From an optimization exercise on the open Yosys and OpenROAD flow, aimed at a short achievable clock period and few clock cycles; shortcuts taken in it are not production practice.
The RTL was checked by simulation tests, not by an equivalence proof against the original design.
Power and IR drop assume default switching activity.

File: flow/flow/run.sh
#!/bin/bash
# Standard ORFS layout (the standard.sh), with the resizer allowed to
# change cell footprints, port buffers that start as buf_6 instead of delay
# cells, and setup repair aiming well below the 9 ns period.
set -uo pipefail
cd "$(dirname "$0")/.."
bash standard.sh \
    SETUP_SLACK_MARGIN=6.5 \
    MATCH_CELL_FOOTPRINT=0 \
    "BUFFER_PORTS_ARGS=-buffer_cell sky130_fd_sc_hd__buf_6" \
    finish > standard_flow.log 2>&1
status=$?
cp -f standard_flow.log out/ 2>/dev/null || true
exit $status
File: flow/standard.sh
#!/bin/bash
# synth_recipe.tcl (not shown) runs the flow's synth.tcl, then flattens the netlist and writes it again
# the make line also repeats each setting of config.mk as NAME=value (left out here)
make -C /OpenROAD-flow-scripts/flow DESIGN_CONFIG=/design/flow/config.mk WORK_HOME=/design/flow/orfs CLKGATE_MAP_FILE= SYNTH_SCRIPT=/design/flow/synth_recipe.tcl "${@:-finish}"
File: flow/config.mk
export PLATFORM = sky130hd
export DESIGN_NAME = dcache_top
export DESIGN_NICKNAME = dcache_top
export VERILOG_FILES = /design/flow/design.v
export SDC_FILE = /design/flow/constraint.sdc
export NUM_CORES = 4
export LEC_CHECK = 0
export CAP_MARGIN = 20
export CORE_MARGIN = 2
export CORE_UTILIZATION = 40
export PLACE_DENSITY = 0.45
export SLEW_MARGIN = 20
export TNS_END_PERCENT = 100
File: flow/constraint.sdc
create_clock -name core_clock -period 9.0 [get_ports {CLK}]
set_input_delay 1.8000 -clock core_clock [delete_from_list [all_inputs] [get_ports {CLK}]]
set_output_delay 1.8000 -clock core_clock [all_outputs]
set_load 0.01 [all_outputs]
File: flow/design.v
`timescale 1ns/1ns
`default_nettype none
package dcache_pkg;
    typedef logic [32-1:0] word_t;
    typedef struct packed {
        logic [26-1:0] tag;
        logic [3-1:0] idx;
        logic                     blkoff;
        logic [1:0]               bytoff;
    } dcache_addr_t;
    typedef struct packed {
        logic                               valid;
        logic                               dirty;
        logic [26-1:0]           tag;
        logic [2*32-1:0] data;
    } dcache_frame_t;
    typedef struct packed {
        logic  dmemREN;
        logic  dmemWEN;
        logic  datomic;
        logic  halt;
        word_t dmemaddr;
        word_t dmemstore;
    } cpu_req_t;
    typedef struct packed {
        logic  dhit;
        word_t dmemload;
        logic  flushed;
    } cpu_rsp_t;
    typedef struct packed {
        logic  dREN;
        logic  dWEN;
        word_t daddr;
        word_t dstore;
    } mem_req_t;
    typedef struct packed {
        logic  dwait;
        word_t dload;
    } mem_rsp_t;
    typedef struct packed {
        logic  fill_word;
        logic  fill_done;
        logic  write_word;
        logic  clean;
        logic  touch;
        logic  way;
        logic  fill_pos;
        word_t data;
    } frame_upd_t;
endpackage
`default_nettype wire
`timescale 1ns/1ns
`default_nettype none
module dcache_top
(
    input  logic        CLK,
    input  logic        nRST,
    input  logic        dmemREN,
    input  logic        dmemWEN,
    input  logic        datomic,
    input  logic        halt,
    input  logic [31:0] dmemaddr,
    input  logic [31:0] dmemstore,
    output logic        dhit,
    output logic [31:0] dmemload,
    output logic        flushed,
    output logic        dREN,
    output logic        dWEN,
    output logic [31:0] daddr,
    output logic [31:0] dstore,
    input  logic        dwait,
    input  logic [31:0] dload
);
    logic [15:0]        valid;
    logic [15:0]        dirty;
    logic [7:0]         mru;
    logic [15:0][25:0]  tags;
    logic [15:0][31:0]  data0;
    logic [15:0][31:0]  data1;
    logic               link_valid;
    logic [31:0]        link_addr;
    logic        lkq;        
    logic        hitq;       
    logic        scfq;       
    logic        vdq;        
    logic        resp;       
    logic        mem;        
    logic        fl;         
    logic        fprep;      
    logic [1:0]  ph;         
    logic        rdq;        
    logic        wrq;        
    logic        p_wr;       
    logic        p_fill;     
    logic        pword;
    logic [31:0] pdata;
    logic [3:0]  rslot;      
    logic        roff;       
    logic [25:0] rtag;       
    logic        rwrite;     
    logic        rsc;        
    logic [3:0]  fslot;      
    logic        fword;      
    logic        flushed_q;
    logic [3:0]  xslot;
    logic [31:0] ld0_q, ld1_q;
    logic        ldsel_q;
    logic [31:0] daddr_q, daddr_i;
    logic [31:0] dstore_q, dstore_i;
    logic miss2;         
    assign miss2    = lkq && !hitq && !scfq;
    assign dhit     = resp || (lkq && (hitq || scfq));
    assign dREN     = rdq || (miss2 && !vdq);
    assign dWEN     = wrq || (miss2 && vdq);
    assign dmemload = ldsel_q ? ld1_q : ld0_q;
    assign flushed  = flushed_q;
    assign daddr    = daddr_q;
    assign dstore   = dstore_q;
    logic [7:0]        s_vway;       
    logic [7:0]        s_vdirty;     
    logic [7:0][25:0]  s_vtag;       
    logic [7:0][31:0]  s_vdata0;     
    logic [7:0][25:0]  s_dtag;       
    always_comb
    begin
        for (int s = 0; s < 8; s++)
        begin
            s_vway[s]   = !valid[s] ? 1'b0 : (!valid[s + 8] ? 1'b1 : ~mru[s]);
            s_vdirty[s] = s_vway[s] ? (valid[s + 8] && dirty[s + 8]) : (valid[s] && dirty[s]);
            s_vtag[s]   = s_vway[s] ? tags[s + 8] : tags[s];
            s_vdata0[s] = s_vway[s] ? data0[s + 8] : data0[s];
            s_dtag[s]   = s_vdirty[s] ? s_vtag[s] : dmemaddr[31:6];
        end
    end
    logic        idle;
    logic        req;
    logic        lk;
    logic [2:0]  idx;
    logic [25:0] tag;
    logic        off;
    logic [7:0]  idx_dec;
    logic [15:0] eq;
    logic        m0, m1, hit;
    logic [31:0] w0, w1;
    logic        vway, vdirty;
    logic [25:0] dtag;
    logic [31:0] vdata0;
    logic        link_match;
    logic        sc, ll, scfail;
    assign idle = !lkq && !resp && !mem && !fl && !flushed_q;
    assign req  = dmemREN || dmemWEN;
    assign lk   = idle && req && !halt;
    assign idx  = dmemaddr[5:3];
    assign tag  = dmemaddr[31:6];
    assign off  = dmemaddr[2];
    always_comb
    begin
        m0 = 1'b0;
        m1 = 1'b0;
        w0 = '0;
        w1 = '0;
        vway = 1'b0;
        vdirty = 1'b0;
        dtag = '0;
        vdata0 = '0;
        for (int s = 0; s < 16; s++)
        begin
            eq[s] = valid[s] && (tags[s] == tag);
        end
        for (int s = 0; s < 8; s++)
        begin
            idx_dec[s] = (idx == s);
            m0     = m0     | (idx_dec[s] & eq[s]);
            m1     = m1     | (idx_dec[s] & eq[s + 8]);
            w0     = w0     | ({32{idx_dec[s]}} & (off ? data1[s] : data0[s]));
            w1     = w1     | ({32{idx_dec[s]}} & (off ? data1[s + 8] : data0[s + 8]));
            vway   = vway   | (idx_dec[s] & s_vway[s]);
            vdirty = vdirty | (idx_dec[s] & s_vdirty[s]);
            dtag   = dtag   | ({26{idx_dec[s]}} & s_dtag[s]);
            vdata0 = vdata0 | ({32{idx_dec[s]}} & s_vdata0[s]);
        end
    end
    assign hit = m0 || m1;
    assign link_match = link_valid && (dmemaddr == link_addr);
    assign sc         = datomic && dmemWEN;
    assign ll         = datomic && dmemREN;
    assign scfail     = sc && !link_match;
    logic rd_cur, wr_cur, beat, mem_cur, mb, fin, fb;
    assign rd_cur  = rdq || (miss2 && !vdq);
    assign wr_cur  = wrq || (miss2 && vdq);
    assign beat    = (rd_cur || wr_cur) && !dwait;
    assign mem_cur = mem || miss2;
    assign mb      = mem_cur && beat;
    assign fin     = mb && (ph == 2'd3);       
    assign fb      = fl && beat;
    logic [15:0] rslot_dec, fslot_dec, xslot_dec;
    logic [31:0] xdata0, xdata1;
    logic [25:0] xtag;
    logic [15:0] nx_dv;
    logic        nx_any;
    logic [15:0] nx_hot;
    logic [3:0]  nx_slot;
    logic        fdone;
    always_comb
    begin
        xdata0 = '0;
        xdata1 = '0;
        xtag   = '0;
        for (int s = 0; s < 16; s++)
        begin
            rslot_dec[s] = (rslot == s);
            fslot_dec[s] = (fslot == s);
            xslot_dec[s] = (xslot == s);
            xdata0 = xdata0 | ({32{xslot_dec[s]}} & data0[s]);
            xdata1 = xdata1 | ({32{xslot_dec[s]}} & data1[s]);
            xtag   = xtag   | ({26{xslot_dec[s]}} & tags[s]);
        end
        nx_dv   = valid & dirty & ~((fl && !fprep) ? fslot_dec : 16'h0);
        nx_any  = |nx_dv;
        nx_slot = '0;
        for (int s = 0; s < 16; s++)
        begin
            nx_hot[s] = nx_dv[s] && !(|(nx_dv & ((16'd1 << s) - 16'd1)));
            nx_slot   = nx_slot | ({4{nx_hot[s]}} & s);
        end
    end
    assign fdone = (fprep || (fb && fword)) && !nx_any;
    logic [1:0][31:0] daddr_d, dstore_d;
    always_comb
    begin
        for (int k = 0; k < 2; k++)
        begin
            daddr_d[k]  = k ? daddr_q  : daddr_i;
            dstore_d[k] = k ? dstore_q : dstore_i;
            if (lk)
            begin
                daddr_d[k]  = {dtag, idx, 3'b000};
                dstore_d[k] = vdata0;
            end
            if (mb)
            begin
                daddr_d[k]  = (ph == 2'd1) ? {rtag, rslot[2:0], 3'b000} : {daddr_i[31:3], 3'b100};
                dstore_d[k] = xdata1;
            end
            if ((fprep || (fb && fword)) && nx_any)
            begin
                daddr_d[k]  = {xtag, xslot[2:0], 3'b000};
                dstore_d[k] = xdata0;
            end
            if (fb && !fword)
            begin
                daddr_d[k]  = {daddr_i[31:3], 3'b100};
                dstore_d[k] = xdata1;
            end
        end
    end
    always_ff @(posedge CLK, negedge nRST)
    begin
        if (!nRST)
        begin
            valid      <= '0;
            dirty      <= '0;
            mru        <= '0;
            link_valid <= 1'b0;
            lkq        <= 1'b0;
            resp       <= 1'b0;
            mem        <= 1'b0;
            fl         <= 1'b0;
            fprep      <= 1'b0;
            ph         <= '0;
            rdq        <= 1'b0;
            wrq        <= 1'b0;
            p_wr       <= 1'b0;
            p_fill     <= 1'b0;
            fword      <= 1'b0;
            flushed_q  <= 1'b0;
        end
        else
        begin
            lkq  <= lk;
            resp <= fin;
            mem  <= mem_cur && !fin;
            rdq  <= (rd_cur && !fin) || (mb && (ph == 2'd1));
            wrq  <= (wr_cur && !(mb && (ph == 2'd1)) && !(fb && fword && !nx_any)) || (fprep && nx_any);
            flushed_q <= flushed_q || fdone;
            p_wr   <= mb && ph[1];
            p_fill <= fin;
            if (p_fill)
            begin
                valid[rslot] <= 1'b1;
                dirty[rslot] <= rwrite;
                mru[rslot[2:0]] <= rslot[3];
            end
            if (lkq && hitq && !scfq)
            begin
                mru[rslot[2:0]] <= rslot[3];
                if (rwrite)
                begin
                    dirty[rslot] <= 1'b1;
                end
            end
            if (lk)
            begin
                ph <= vdirty ? 2'd0 : 2'd2;
                if (ll)
                begin
                    link_valid <= 1'b1;
                end
                else if (dmemWEN && link_match)
                begin
                    link_valid <= 1'b0;
                end
            end
            else if (mb)
            begin
                ph <= ph + 2'd1;
            end
            if (idle && halt)
            begin
                fl    <= 1'b1;
                fprep <= 1'b1;
            end
            if (fprep)
            begin
                fprep <= 1'b0;
                fword <= 1'b0;
            end
            if (fb)
            begin
                fword <= ~fword;
                if (fword)
                begin
                    dirty[fslot] <= 1'b0;
                end
            end
            if (fdone)
            begin
                fl <= 1'b0;
            end
        end
    end
    always_ff @(posedge CLK)
    begin
        daddr_q  <= daddr_d[0];
        daddr_i  <= daddr_d[1];
        dstore_q <= dstore_d[0];
        dstore_i <= dstore_d[1];
        for (int s = 0; s < 16; s++)
        begin
            if (rslot_dec[s])
            begin
                if ((p_wr && !pword) || (lkq && hitq && rwrite && !roff))
                    data0[s] <= pdata;
                if ((p_wr && pword) || (lkq && hitq && rwrite && roff))
                    data1[s] <= pdata;
                if (p_fill)
                    tags[s] <= rtag;
            end
        end
        if (lk)
        begin
            if (ll)
            begin
                link_addr <= dmemaddr;
            end
            hitq    <= hit;
            scfq    <= scfail;
            vdq     <= vdirty;
            rslot   <= {hit ? m1 : vway, idx};
            xslot   <= {vway, idx};
            roff    <= off;
            rtag    <= tag;
            rwrite  <= dmemWEN && !scfail;
            rsc     <= sc;
            pword   <= off;
            pdata   <= dmemstore;
            ld0_q   <= sc ? {31'd0, link_match} : w0;
            ld1_q   <= w1;
            ldsel_q <= m1 && !sc;
        end
        else
        begin
            ldsel_q <= 1'b0;
        end
        if (mb && ph[1])
        begin
            pword <= ph[0];
            pdata <= (rwrite && (ph[0] == roff)) ? dmemstore : dload;
            if ((ph[0] == roff) && !rsc)
            begin
                ld0_q <= dload;
            end
        end
        if ((idle && halt) || (fb && !fword))
        begin
            xslot <= nx_slot;
        end
        if ((fprep || (fb && fword)) && nx_any)
        begin
            fslot <= xslot;
        end
    end
endmodule
`default_nettype wire
==> summary.txt, run 1 <==
Layout
  – Filler cells: 18499
  – Fin nets: 7718
  – Synth-to-layout area growth: 33.1%
  – Area of the multi-input gates: 39800 µm²
  – Largest regs: data0 x512, data1 x512, tags x416
  – Final core occ: 53.7%
  – Fraction of layout cells with a size suffix above 1: 30.1%
  – Reg area: 52500 µm²

Routing
  – Vias/cell: 7.54
  – DRC: 0
  – Antenna Nets Post-Route: 0
  – Routed wire length: 595000 µm
  – Iteration count of the initial detailed-routing pass: 10
  – Drt wl/cell: 55.1 µm
  – Via count: 81443
  – DRT iter0 DRCs: 16497

Critical path
  – FF-to-FF path depth: 7
  – R2r startpoint: rdq
  – FF-to-FF End: daddr_i[13]
  – CP Capture Type: primary output
  – R2R setup slack: 5.52 ns
  – Critical Path AT: 2.20 ns
  – WS Path Type: reg -> out
  – Worst EP required: 7.20 ns
  – Critical path launch point type: register
  – Crit-path max FO: 6

Clock network
  – Worst-case clock buffer depth: 3
  – Total CTS buffers: 206
  – Root buffer cell: clkbuf_16
  – Worst-path clk slew: 0.06 ns
  – H-tree depth: 4
  – Worst skew pair latency: 0.91 ns
  – CTS tree: yes
  – Hold buffer count at CTS: 0
  – Clk sinks: 1795

Floorplanning
  – Die width: 478 µm
  – I/O pin count: 203
  – Initial Utilization: 40.3%
  – Core area: 223000 µm²
  – Die Ht: 478 µm
  – DIE AREA: 228000 µm²
  – Row count: 173

Power
  – Overall power: 29900 µW
  – Peak VDD IR: 195 µV
  – Leakage: 0.0411 µW
  – PD cells: 250 nW/µm²

Yosys
  – Top_reg_cell synth: edfxtp_1
  – Commonest cells post-synth: edfxtp_1 (1610), mux2i_1 (1113), o22ai_1 (456)
  – Synth warn: 1
  – Dominant cells by area after synthesis: edfxtp_1 (54%), mux2i_1 (12%), a22oi_1 (3.2%), o22ai_1 (3.2%), dfxtp_1 (2.9%)
  – Syn_nets: 6921
  – Cell taking the most area after synthesis: edfxtp_1
  – Number of synthesized flops with an enable pin: 1610
  – Post-synth top area share: 53.8%
  – Yosys cell types: 83
  – Mapped Avg Cell Area: 13.2 µm²
  – Gate Count Post-Synth: 6803
  – Synthesized area: 89900 µm²
  – Seq/Total Area, Yosys: 58.2%
  – FFs w/ async S/R, synth: 2.95%
  – Most numerous cell in the Yosys netlist: edfxtp_1
  – Count of state elements after synthesis: 1795

Global route
  – Largest net degree at the start of global routing: 54
  – Initial antenna violation count: 44
  – Final global-route overflow total: 0
  – GRT Util Overall: 49.9%
  – First-pass GRT wire length: 754000 µm
  – Vias in the first global route: 74572

Timing
  – Fin crit share: 44.4%
  – RSZ-0062 raised after global routing: true
  – Final setup fails: 0
  – Slew margin rel.: 12.9%
  – Final Max Slew Viols: 0
  – Final Skew: 0.0419 ns
  – Worst Tran Pin Value: 1.30 ns
  – Total negative slack: 0 ns
  – F_max: 250 MHz
  – Post-layout min period: 4.00 ns
  – Endpoints failing hold: 0

Status
  – Outcome: complete, no violations

Worst hold path
  – Hold Path Cell Cnt: 2
  – Hold crit path type: reg -> reg
  – Hold_sp: dstore_i[22]
  – Worst Hold Endpoint: dstore_q[22]

Placement
  – IO Port Bufs: 202
  – DP Wirelength: 284000 µm
  – Routability cong.: 1.00

Flow run
  – Max Cap Violations: 0
how the worst max path moves through the flow:
| stage | start | to | slack [ns] | depth (start not counted) |
|---|---|---|---|---|
| 6_report | ldsel_q | dmemload[13] | 5.00 | 4 |
| 5_1_grt | ldsel_q | dmemload[13] | 5.03 | 4 |
| 4_1_cts | ldsel_q | dmemload[13] | 5.02 | 4 |
| 3_5_place_dp | dmemaddr[2] | ld0_q[14] | 3.69 | 8 |
| 3_3_place_gp | dmemaddr[4] | ld0_q[0] | 3.22 | 8 |
| 2_1_floorplan | dmemaddr[4] | daddr_i[22] | 5.39 | 8 |
per-layer routing:
layer	wire length [µm]	track usage (%)	vias to the layer above	share of wire (%)
met5	225	0	-	0.038
li1	-	-	29237	-
met2	244000	70.6	8547	41
met4	67300	44.5	30	11
met1	201000	59.6	40941	34
met3	83200	17.9	2688	14
worst max-delay path, cell delays in order (launching register included):
cell,delay [ns]
dfxtp_4,0.42
buf_12,0.16
buf_12,0.19
mux2_4,0.36
buf_6,0.14
power breakdown:
group / total (µW) / switching [µW] / internal (µW)
clock network: 8650 / 3760 / 4890
logic: 10400 / 6200 / 4210
registers: 10800 / 855 / 9960
kinds of logic (layout without fill, tap and decap cells):
kind of cell | Yosys count | in the layout | synth area share (%)
flip-flops | 1795 | 1795 | 58.2
AO/OA/AOI/OAI | 1641 | 1641 | 13.6
multiplexers | 1287 | 1287 | 14.6
AND/OR/NAND/NOR | 1009 | 1023 | 6.25
buffers and inverters | 602 | 1567 | 2.70
XOR/XNOR | 454 | 454 | 4.43
adder cells (fa/ha/maj) | 15 | 15 | 0.209
other | 0 | 42 | 0
layout make-up:
class / count / share of cell area, %
sequential: 1795 / 43.9
multi-input combinational: 4420 / 33.3
timing repair buffer: 1141 / 13.7
clock buffer: 299 / 4.90
tap: 2975 / 3.11
clock inverter: 91 / 0.735
inverter: 32 / 0.163
antenna: 42 / 0.0879
timing repair inverter: 4 / 0.0377
placed cells by master (no fill, tap or decap), types with 38 or more instances in the layout:
cell,instances
nor4_1,38
a21oi_1,74
and3_1,45
nor2_1,113
a22oi_1,356
buf_4,356
a21boi_2,41
dfxtp_1,67
clkbuf_1,63
buf_12,227
a221oi_1,193
clkbuf_16,324
buf_16,72
o22ai_1,374
mux2_2,131
nand3_1,96
o22ai_2,68
buf_8,54
xor2_1,139
mux2_4,43
or4_1,42
xnor2_2,38
mux2i_1,1111
buf_6,311
nand4_1,151
nand2_1,131
edfxtp_1,1610
a22o_1,209
nor2_4,59
diode_2,42
xnor2_1,242
per-stage QoR:
step / hold WS [ns] / instances / worst slack [ns] / area (µm²)
after CTS: 0.432 / 10569 / 5.02 / 116000
after floorplan: 0.421 / 6803 / 5.39 / 91800
after global placement: 0.428 / 9611 / 3.22 / 96500
final: 0.434 / 10799 / 5.00 / 120000
after detailed placement: 0.433 / 9614 / 3.69 / 96500
after global routing: 0.446 / 10767 / 5.03 / 120000
repair_timing:
item,in CTS,in global routing
endpoints found under the setup margin,1853,878
resized for setup,1284,279
buffers inserted,413,166
hold endpoints to repair,0,0
gates cloned,152,18
pin swaps,275,145
Testbench counts, summed over its fixed seeds: cycles 81,972.
==> run 2, diff against run 1 <==
--- a/flow/design.v
+++ b/flow/design.v
@@ -104,7 +104,7 @@
     logic        flushed_q;
     logic [3:0]  xslot;
     logic [31:0] ld0_q, ld1_q;
-    logic        ldsel_q;
+    logic [3:0]  ldsel_q;    
     logic [31:0] daddr_q, daddr_i;
     logic [31:0] dstore_q, dstore_i;
     logic miss2;         
@@ -112,7 +112,13 @@
     assign dhit     = resp || (lkq && (hitq || scfq));
     assign dREN     = rdq || (miss2 && !vdq);
     assign dWEN     = wrq || (miss2 && vdq);
-    assign dmemload = ldsel_q ? ld1_q : ld0_q;
+    always_comb
+    begin
+        for (int b = 0; b < 4; b++)
+        begin
+            dmemload[8*b +: 8] = ldsel_q[b] ? ld1_q[8*b +: 8] : ld0_q[8*b +: 8];
+        end
+    end
     assign flushed  = flushed_q;
     assign daddr    = daddr_q;
     assign dstore   = dstore_q;
@@ -197,7 +203,8 @@
     logic [31:0] xdata0, xdata1;
     logic [25:0] xtag;
     logic [15:0] nx_dv;
-    logic        nx_any;
+    logic        nx_any;         
+    logic        nx_any_d;
     logic [15:0] nx_hot;
     logic [3:0]  nx_slot;
     logic        fdone;
@@ -216,7 +223,7 @@
             xtag   = xtag   | ({26{xslot_dec[s]}} & tags[s]);
         end
         nx_dv   = valid & dirty & ~((fl && !fprep) ? fslot_dec : 16'h0);
-        nx_any  = |nx_dv;
+        nx_any_d = |nx_dv;
         nx_slot = '0;
         for (int s = 0; s < 16; s++)
         begin
@@ -376,11 +383,15 @@
             pdata   <= dmemstore;
             ld0_q   <= sc ? {31'd0, link_match} : w0;
             ld1_q   <= w1;
-            ldsel_q <= m1 && !sc;
         end
-        else
+        for (int b = 0; b < 4; b++)
         begin
-            ldsel_q <= 1'b0;
+            if (lk)
+                ldsel_q[b] <= m1 && !sc;
+            else if (mb)
+                ldsel_q[b] <= 1'b0;
+            else
+                ldsel_q[b] <= ldsel_q[(b + 1) % 4];
         end
         if (mb && ph[1])
         begin
@@ -391,6 +402,7 @@
                 ld0_q <= dload;
             end
         end
+        nx_any <= nx_any_d;
         if ((idle && halt) || (fb && !fword))
         begin
             xslot <= nx_slot;
--- a/flow/config.mk
+++ b/flow/config.mk
@@ -10,4 +10,4 @@
 export CORE_UTILIZATION = 40
 export PLACE_DENSITY = 0.45
 export SLEW_MARGIN = 20
-export TNS_END_PERCENT = 100
+export TNS_END_PERCENT = 10
==> summary.txt, run 2 <==
Status
  – Outcome: complete, no violations

Critical path
  – Critical path launch point type: register
  – WS Path Type: reg -> out
  – Critical Path AT: 2.16 ns
  – Worst EP required: 7.20 ns
  – Crit-path max FO: 5
  – CP Capture Type: primary output

Placement
  – Dpl cells: 9838
  – Routability cong.: 1.09
  – DP Wirelength: 320000 µm
  – IO Port Bufs: 202

Yosys
  – Post-synth top area share: 53.6%
  – Synthesized area: 90200 µm²
  – Commonest cells post-synth: edfxtp_1 (1610), mux2i_1 (1096), a22oi_1 (514)
  – FFs w/ async S/R, synth: 2.95%
  – Dominant cells by area after synthesis: edfxtp_1 (54%), mux2i_1 (12%), a22oi_1 (4.3%), xnor2_1 (3.9%), dfxtp_1 (3.0%)
  – Cell taking the most area after synthesis: edfxtp_1
  – Count of state elements after synthesis: 1799
  – Gate Count Post-Synth: 6965
  – Mapped Avg Cell Area: 12.9 µm²
  – Synth warn: 1
  – Syn_nets: 7083
  – Most numerous cell in the Yosys netlist: edfxtp_1
  – Seq/Total Area, Yosys: 58.1%
  – Yosys cell types: 89
  – Top_reg_cell synth: edfxtp_1
  – Number of synthesized flops with an enable pin: 1610

Power
  – Power share of the clock group: 30.4%
  – Peak VDD IR: 179 µV
  – Psw: 10900 µW
  – Int Pwr: 18600 µW
  – Switching part of the total power: 37.1%
  – Leakage: 0.0408 µW
  – Comb pwr share: 33.8%
  – PD cells: 251 nW/µm²
  – Sequential power share: 35.8%

Routing
  – Via count: 83565
  – Iteration count of the initial detailed-routing pass: 10
  – Routed wire length: 609000 µm
  – Vias/cell: 7.71
  – DRT iter0 DRCs: 18650
  – DRC: 0
  – Drt wl/cell: 56.2 µm
  – Antenna Nets Post-Route: 0

Timing
  – Final Max Slew Viols: 0
  – Endpoints failing hold: 0
  – Slew margin rel.: 16.3%
  – Post-layout min period: 3.96 ns
  – Total negative slack: 0 ns
  – Fin crit share: 44.0%
  – Final setup fails: 0
  – F_max: 252 MHz
  – Worst Tran Pin Value: 1.26 ns
  – Final Skew: 0.0520 ns
  – RSZ-0062 raised after global routing: true

Global route
  – Final global-route overflow total: 0
  – First-pass GRT wire length: 765000 µm
  – Largest net degree at the start of global routing: 65
  – Initial antenna violation count: 78
  – Vias in the first global route: 73883
  – GRT Util Overall: 50.9%

Clock network
  – Worst-case clock buffer depth: 3
  – Worst-path clk slew: 0.06 ns
  – Worst skew pair latency: 0.90 ns
  – H-tree depth: 4
  – Clk sinks: 1799
  – CTS tree: yes
  – Root buffer cell: clkbuf_16
  – Hold buffer count at CTS: 0
  – Total CTS buffers: 199

Floorplanning
  – Die width: 479 µm
  – Die Ht: 479 µm
  – Initial Utilization: 40.2%
  – I/O pin count: 203
  – DIE AREA: 229000 µm²
  – Row count: 174
  – Core area: 224000 µm²

Layout
  – Synth-to-layout area growth: 30.5%
  – Most frequent cells in the layout: edfxtp_1 (1610), mux2i_1 (1092), a22oi_1 (505)
  – Fin nets: 7715
  – Commonest non-fill, non-tap cell in the layout: edfxtp_1
  – Post-route insts no fill: 10835
  – Largest regs: data0 x512, data1 x512, tags x416
  – Fraction of layout cells with a size suffix above 1: 25.9%

Flow run
  – Max Cap Violations: 0

Worst hold path
  – Hold crit path type: reg -> reg
[run 2: changes by cell type after synthesis, sizes merged, moves of 81 or more]
cell / delta
buf: +121
xnor2: +112
clkbuf: -129
a221oi: -135
a22oi: +131
xor2: -113
o21ai: +81
a22o: -96
nand2: +94
[run 2: logic make-up (layout without fill, tap and decap cells)]
kind of cell | after synthesis | in the layout | share of synthesized area [%]
compound gates | 1690 | 1690 | 13.4
xor+xnor | 453 | 453 | 4.40
simple gates | 1135 | 1151 | 6.64
other cells | 0 | 74 | 0
fa+ha+maj | 15 | 15 | 0.208
mux | 1271 | 1271 | 14.4
buf+inv | 602 | 1390 | 2.83
flops | 1799 | 1799 | 58.1
[run 2: area by class of cell]
class	count	area, µm²
diodes	74	185
clock buffers	264	5530
clock inverters	109	1470
fillers	18857	107000
inverters	40	253
multi-input cells	4580	40100
flip-flops and latches	1799	52400
well taps	2992	3740
repair buffers	976	13900
repair inverters	1	11.3
[run 2: stage by stage]
step | utilization (%) | setup slack (ns) | hold WS, ns | total power, µW | instance area [µm²]
after CTS | 50.3 | 5.03 | 0.426 | 28500 | 113000
after global placement | 43.1 | 3.27 | 0.409 | 17700 | 96700
after floorplan | - | 5.55 | 0.399 | 13900 | 91200
after global routing | 52.4 | 5.02 | 0.438 | 29500 | 118000
after detailed placement | 43.1 | 3.31 | 0.410 | 17800 | 96800
final | 52.4 | 5.04 | 0.426 | 29500 | 118000
[run 2: critical path, cell delays in order, from the launching register on]
cell and delay, ns:
edfxtp_1 0.52, buf_4 0.23, nor3b_4 0.23, a21o_1 0.19
buf_6 0.11
[run 2: what timing repair did]
item,4_1_cts,5_1_grt
resized for setup,807,499
pin swaps,126,66
buffers inserted,322,73
cloned,138,14
endpoints found under the hold margin,0,0
setup endpoints to repair,1957,1914
[run 2: per-layer routing]
| layer | global-route usage (%) | up-vias | wire length, µm |
|---|---|---|---|
| met1 | 65.7 | 41984 | 221000 |
| met4 | 30.4 | 66 | 46900 |
| met2 | 65.0 | 9714 | 227000 |
| li1 | - | 29359 | - |
| met3 | 28.8 | 2442 | 112000 |
| met5 | 0.684 | - | 1120 |
[run 2: final timing paths]
kind | startpoint | endpoint | slack (ns) | depth (start not counted)
setup / recovery | hitq | dWEN | 5.04 | 4
hold / removal | dstore_i[26] | dstore_q[26] | 0.43 | 1
setup reg to reg | hitq | pdata[3] | 5.47 | 12
hold reg to reg | dstore_i[26] | dstore_q[26] | 0.43 | 1
max in group asynchronous | nRST | mru[4] | 7.71 | 1
min in group asynchronous | nRST | valid[14] | 0.86 | 1
[run 2: power by group through the flow]
stage	sequential [µW]	clock (µW)	combinational, µW
floorplan	10400	0	3540
global placement	10700	0	7060
detailed placement	10700	0	7080
CTS	10500	8910	9110
global route	10600	9200	9730
finish	10600	8970	9960
Testbench counts of run 2, summed over its fixed seeds: cycles 81,972.
==> run 3, diff against run 2 <==
--- a/flow/design.v
+++ b/flow/design.v
@@ -83,6 +83,9 @@
     logic        hitq;       
     logic        scfq;       
     logic        vdq;        
+    logic        o_hs;       
+    logic        o_mr;       
+    logic        o_mw;       
     logic        resp;       
     logic        mem;        
     logic        fl;         
@@ -104,19 +107,19 @@
     logic        flushed_q;
     logic [3:0]  xslot;
     logic [31:0] ld0_q, ld1_q;
-    logic [3:0]  ldsel_q;    
+    logic [7:0]  ldsel_q;    
     logic [31:0] daddr_q, daddr_i;
     logic [31:0] dstore_q, dstore_i;
     logic miss2;         
     assign miss2    = lkq && !hitq && !scfq;
-    assign dhit     = resp || (lkq && (hitq || scfq));
-    assign dREN     = rdq || (miss2 && !vdq);
-    assign dWEN     = wrq || (miss2 && vdq);
+    assign dhit     = resp || o_hs;
+    assign dREN     = rdq || o_mr;
+    assign dWEN     = wrq || o_mw;
     always_comb
     begin
-        for (int b = 0; b < 4; b++)
+        for (int b = 0; b < 8; b++)
         begin
-            dmemload[8*b +: 8] = ldsel_q[b] ? ld1_q[8*b +: 8] : ld0_q[8*b +: 8];
+            dmemload[4*b +: 4] = ldsel_q[b] ? ld1_q[4*b +: 4] : ld0_q[4*b +: 4];
         end
     end
     assign flushed  = flushed_q;
@@ -233,8 +236,24 @@
     end
     assign fdone = (fprep || (fb && fword)) && !nx_any;
     logic [1:0][31:0] daddr_d, dstore_d;
+    logic [31:0] nb_addr, nb_store;      
     always_comb
     begin
+        if (mem_cur)
+        begin
+            nb_addr  = (ph == 2'd1) ? {rtag, rslot[2:0], 3'b000} : {daddr_i[31:3], 3'b100};
+            nb_store = xdata1;
+        end
+        else if (!fword)
+        begin
+            nb_addr  = {daddr_i[31:3], 3'b100};
+            nb_store = xdata1;
+        end
+        else
+        begin
+            nb_addr  = {xtag, xslot[2:0], 3'b000};
+            nb_store = xdata0;
+        end
         for (int k = 0; k < 2; k++)
         begin
             daddr_d[k]  = k ? daddr_q  : daddr_i;
@@ -244,20 +263,15 @@
                 daddr_d[k]  = {dtag, idx, 3'b000};
                 dstore_d[k] = vdata0;
             end
-            if (mb)
-            begin
-                daddr_d[k]  = (ph == 2'd1) ? {rtag, rslot[2:0], 3'b000} : {daddr_i[31:3], 3'b100};
-                dstore_d[k] = xdata1;
-            end
-            if ((fprep || (fb && fword)) && nx_any)
+            if (fprep && nx_any)
             begin
                 daddr_d[k]  = {xtag, xslot[2:0], 3'b000};
                 dstore_d[k] = xdata0;
             end
-            if (fb && !fword)
+            if (beat)
             begin
-                daddr_d[k]  = {daddr_i[31:3], 3'b100};
-                dstore_d[k] = xdata1;
+                daddr_d[k]  = nb_addr;
+                dstore_d[k] = nb_store;
             end
         end
     end
@@ -270,6 +284,9 @@
             mru        <= '0;
             link_valid <= 1'b0;
             lkq        <= 1'b0;
+            o_hs       <= 1'b0;
+            o_mr       <= 1'b0;
+            o_mw       <= 1'b0;
             resp       <= 1'b0;
             mem        <= 1'b0;
             fl         <= 1'b0;
@@ -285,6 +302,9 @@
         else
         begin
             lkq  <= lk;
+            o_hs <= lk && (hit || scfail);
+            o_mr <= lk && !hit && !scfail && !vdirty;
+            o_mw <= lk && !hit && !scfail && vdirty;
             resp <= fin;
             mem  <= mem_cur && !fin;
             rdq  <= (rd_cur && !fin) || (mb && (ph == 2'd1));
@@ -348,6 +368,9 @@
     end
     always_ff @(posedge CLK)
     begin
+        hitq <= hit;
+        scfq <= scfail;
+        vdq  <= vdirty;
         daddr_q  <= daddr_d[0];
         daddr_i  <= daddr_d[1];
         dstore_q <= dstore_d[0];
@@ -370,9 +393,6 @@
             begin
                 link_addr <= dmemaddr;
             end
-            hitq    <= hit;
-            scfq    <= scfail;
-            vdq     <= vdirty;
             rslot   <= {hit ? m1 : vway, idx};
             xslot   <= {vway, idx};
             roff    <= off;
@@ -384,14 +404,14 @@
             ld0_q   <= sc ? {31'd0, link_match} : w0;
             ld1_q   <= w1;
         end
-        for (int b = 0; b < 4; b++)
+        for (int b = 0; b < 8; b++)
         begin
             if (lk)
                 ldsel_q[b] <= m1 && !sc;
             else if (mb)
                 ldsel_q[b] <= 1'b0;
             else
-                ldsel_q[b] <= ldsel_q[(b + 1) % 4];
+                ldsel_q[b] <= ldsel_q[(b + 1) % 8];
         end
         if (mb && ph[1])
         begin
--- a/flow/flow/run.sh
+++ b/flow/flow/run.sh
@@ -10,5 +10,4 @@
     "BUFFER_PORTS_ARGS=-buffer_cell sky130_fd_sc_hd__buf_6" \
     finish > standard_flow.log 2>&1
 status=$?
-cp -f standard_flow.log out/ 2>/dev/null || true
 exit $status
==> summary.txt, run 3 <==
Status
  – Outcome: complete, no violations

Global route
  – First-pass GRT wire length: 818000 µm
  – Final global-route overflow total: 0
  – GRT Util Overall: 54.1%
  – Initial antenna violation count: 86
  – Vias in the first global route: 77701
  – Largest net degree at the start of global routing: 120

Timing
  – Worst Tran Pin Value: 1.42 ns
  – Final Skew: 0.0299 ns
  – Final WS setup: 5.18 ns
  – Slew margin rel.: 5.55%
  – RSZ-0062 raised after global routing: true
  – Final Max Slew Viols: 0
  – Final setup fails: 0
  – Endpoints failing hold: 0
  – Total negative slack: 0 ns
  – F_max: 262 MHz
  – Fin crit share: 42.4%
  – Post-layout min period: 3.82 ns

Routing
  – Met3 routed WL: 121000 µm
  – Antenna Nets Post-Route: 0
  – Drt wl/cell: 58.0 µm
  – Vias/cell: 7.98
  – DRT iter0 DRCs: 20191
  – DRC: 0
  – Via count: 89532
  – Iteration count of the initial detailed-routing pass: 14
  – Wl on met1: 230000 µm
  – Top routing layer in use: met5
  – Met2 Wirelength: 238000 µm
  – Routed wire length: 651000 µm

Floorplanning
  – Row count: 175
  – I/O pin count: 203
  – Die Ht: 483 µm
  – Initial Utilization: 40.3%
  – Core area: 228000 µm²
  – Die width: 483 µm
  – DIE AREA: 233000 µm²

Yosys
  – FFs w/ async S/R, synth: 3.10%
  – Simple-Gate Fraction of Synth Area: 7.22%
  – Dominant cells by area after synthesis: edfxtp_1 (52%), mux2i_1 (11%), a22oi_1 (4.1%), xnor2_1 (4.0%), dfxtp_1 (3.8%)
  – Number of synthesized flops with an enable pin: 1578
  – Complex-gate fraction of the synthesized area: 13.5%
  – Mapped Avg Cell Area: 12.7 µm²
  – Most numerous cell in the Yosys netlist: edfxtp_1
  – Yosys cell types: 93
  – Syn_nets: 7352
  – Synthesized area: 91800 µm²
  – Post-synth top area share: 51.6%
  – Top_reg_cell synth: edfxtp_1
  – Mux share of post-synthesis cell area: 14.8%
  – Main combinational cell family by area after synthesis: multiplexers
  – Commonest cells post-synth: edfxtp_1 (1578), mux2i_1 (1010), a22oi_1 (503)
  – Seq/Total Area, Yosys: 56.9%
  – Xor-xnor portion of the synthesized cell area: 4.32%
  – Synth warn: 1
  – Cell taking the most area after synthesis: edfxtp_1
  – Gate Count Post-Synth: 7234
  – Count of state elements after synthesis: 1806
  – Post-synthesis adder-cell area fraction: 0.205%

Critical path
  – WS Path Type: reg -> out
  – Crit-path max cell delay: 0.55 ns
  – Top Family by Delay on Critical Path: flip-flops
  – Crit-path max FO: 5
  – FF-to-FF path depth: 6
  – CP Capture Type: primary output
  – Critical path launch point type: register
  – Worst EP required: 7.20 ns
  – Levels on crit path: 2
  – Critical Path AT: 2.02 ns
  – WP buf/inv: 1
  – Worst path cell trace: mux2_4, buf_6
  – CP max-delay cell: dfxtp_4

Clock network
  – Hold buffer count at CTS: 0
  – H-tree depth: 4
  – CTS tree: yes
  – Root buffer cell: clkbuf_16
  – Total CTS buffers: 206
  – Worst-case clock buffer depth: 3
  – Worst skew pair latency: 0.92 ns
  – Worst-path clk slew: 0.06 ns
  – Clk sinks: 1806

Layout
  – Fin nets: 8036
  – Synth-to-layout area growth: 29.0%
  – Filler cells: 19491
  – Area of the multi-input gates: 39900 µm²
  – Most frequent cells in the layout: edfxtp_1 (1578), mux2i_1 (1008), o22ai_1 (472)
  – Fraction of layout cells with a size suffix above 1: 26.7%
  – Commonest non-fill, non-tap cell in the layout: edfxtp_1
  – Final core occ: 52.0%
  – Post-route insts no fill: 11221
  – Largest regs: data0 x512, data1 x512, tags x416
  – Reg area: 52300 µm²

Power
  – Psw: 12200 µW
  – Switching part of the total power: 39.0%
  – Sequential power share: 34.8%
  – Leakage: 0.0411 µW
  – PD cells: 263 nW/µm²
  – Int Pwr: 19000 µW
  – Peak VDD IR: 175 µV
  – Comb pwr share: 36.7%
  – Power share of the clock group: 28.6%

Flow run
  – Max Cap Violations: 0

Placement
  – Dpl ws: 3.72 ns
  – DP Wirelength: 327000 µm
  – Dpl cells: 10076
  – IO Port Bufs: 202
  – Routability cong.: 1.07

Worst hold path
  – Hold Path Cell Cnt: 2
  – Hold crit path type: reg -> reg
[run 3: changes by cell type after synthesis, moves of 41 or more]
cell	previous run	this run
a22o_1	114	39
nor4_1	63	104
mux2_2	173	297
buf_2	195	263
mux2i_1	1096	1010
o22ai_1	426	484
nand2_1	245	400
nand4_1	206	143
o211ai_1	26	84
[run 3: per-stage QoR]
stage | cell area [µm²] | power [µW] | hold slack, ns
floorplan | 92800 | 14600 | 0.392
global placement | 97900 | 19000 | 0.398
detailed placement | 97900 | 19000 | 0.409
CTS | 118000 | 30100 | 0.421
global route | 118000 | 31000 | 0.429
finish | 118000 | 31200 | 0.418
[run 3: logic make-up (layout without fill, tap and decap cells)]
logic type                 Yosys count  after routing
buffers and inverters              618           1476
and+or+nand+nor                   1289           1298
AOI/OAI and AO/OA                 1741           1743
xor gates and xnor gates           453            453
adders and majority gates           15             15
other                                0            109
DFF                               1806           1806
muxes                             1312           1312
[run 3: tightest hold or removal path: cells and delay by family, from the launching register on]
family	cells	cell delay, ns
DFF	1	0.31
and+or+nand+nor	2	0.08
[run 3: layout make-up]
cell class	instances	area share (%)
Inverter	19	0.0856
Timing Repair inverter	1	0.00952
Tap cell	3009	3.18
Sequential cell	1806	44.2
Antenna cell	109	0.230
Clock buffer	296	4.97
Clock inverter	97	0.891
Timing Repair Buffer	1063	12.7
Multi-Input combinational cell	4821	33.7
[run 3: worst paths after layout]
path	start	to	slack, ns
setup / recovery	ldsel_q[0]	dmemload[0]	5.18
hold / removal	dstore_i[13]	dstore_q[13]	0.42
setup reg to reg	rslot[1]	data0[13]	5.41
hold reg to reg	dstore_i[13]	dstore_q[13]	0.42
max in group asynchronous	nRST	resp	7.67
min in group asynchronous	nRST	dirty[7]	0.86
[run 3: power groups by stage]
| stage | Sequential (µW) | Combinational [µW] | Clock (µW) |
|---|---|---|---|
| final | 10800 | 11400 | 8900 |
| after floorplan | 10500 | 4060 | 0 |
| after global routing | 10800 | 11000 | 9150 |
| after global placement | 11000 | 8000 | 0 |
| after detailed placement | 11000 | 8010 | 0 |
| after CTS | 10800 | 10400 | 8830 |
[run 3: timing repair]
action / CTS / global route
buffers inserted: 451 / 26
cloned: 161 / 0
gates resized for setup: 1112 / 59
setup endpoints to repair: 1879 / 1856
pin swaps: 268 / 9
[run 3: per-layer routing]
metal | track usage (%) | up-vias
met1 | 67.1 | 44637
met2 | 67.4 | 11257
met3 | 32.3 | 3202
li1 | - | 30376
met4 | 39.4 | 60
met5 | 3.88 | -
Testbench counts of run 3, summed over its fixed seeds: cycles 81,972.

==> separate check: timing with driven ports <==
The results above use ideal ports. As a check the final layouts listed here were re-extracted and re-timed, cells and wires unchanged. Step 1 assumes that a clkbuf_16 drives the clock port and a buf_2 every other input. Step 2, shift: input delay + t, output delay - t, t = (earliest + latest rising clock arrival at the registers) / 2. This alone moves slack from input paths to output paths. a / b / c = ideal / step 1 / step 2; a / b = the first two.
| run | t (ns) | setup WS [ns] | hold WS [ns] | latest minus earliest clock arrival (ns) | worst slew at a driven data input, ns |
|---|---|---|---|---|---|
| run 1 | 0.994 | 5.002 / 4.891 / 4.422 | 0.434 / 0.434 / 0.434 | 0.045 / 0.045 | 0.37 |
| run 2 | 0.978 | 5.039 / 4.940 / 4.399 | 0.426 / 0.426 / 0.426 | 0.054 / 0.055 | 0.36 |
| run 3 | 0.996 | 5.184 / 5.086 / 4.466 | 0.418 / 0.418 / 0.418 | 0.042 / 0.042 | 0.33 |
After both steps setup and hold are still met in every run listed. For run 3, which loses most, drivers alone change the setup slack by -0.098 ns; drivers and shift together by -0.718 ns.
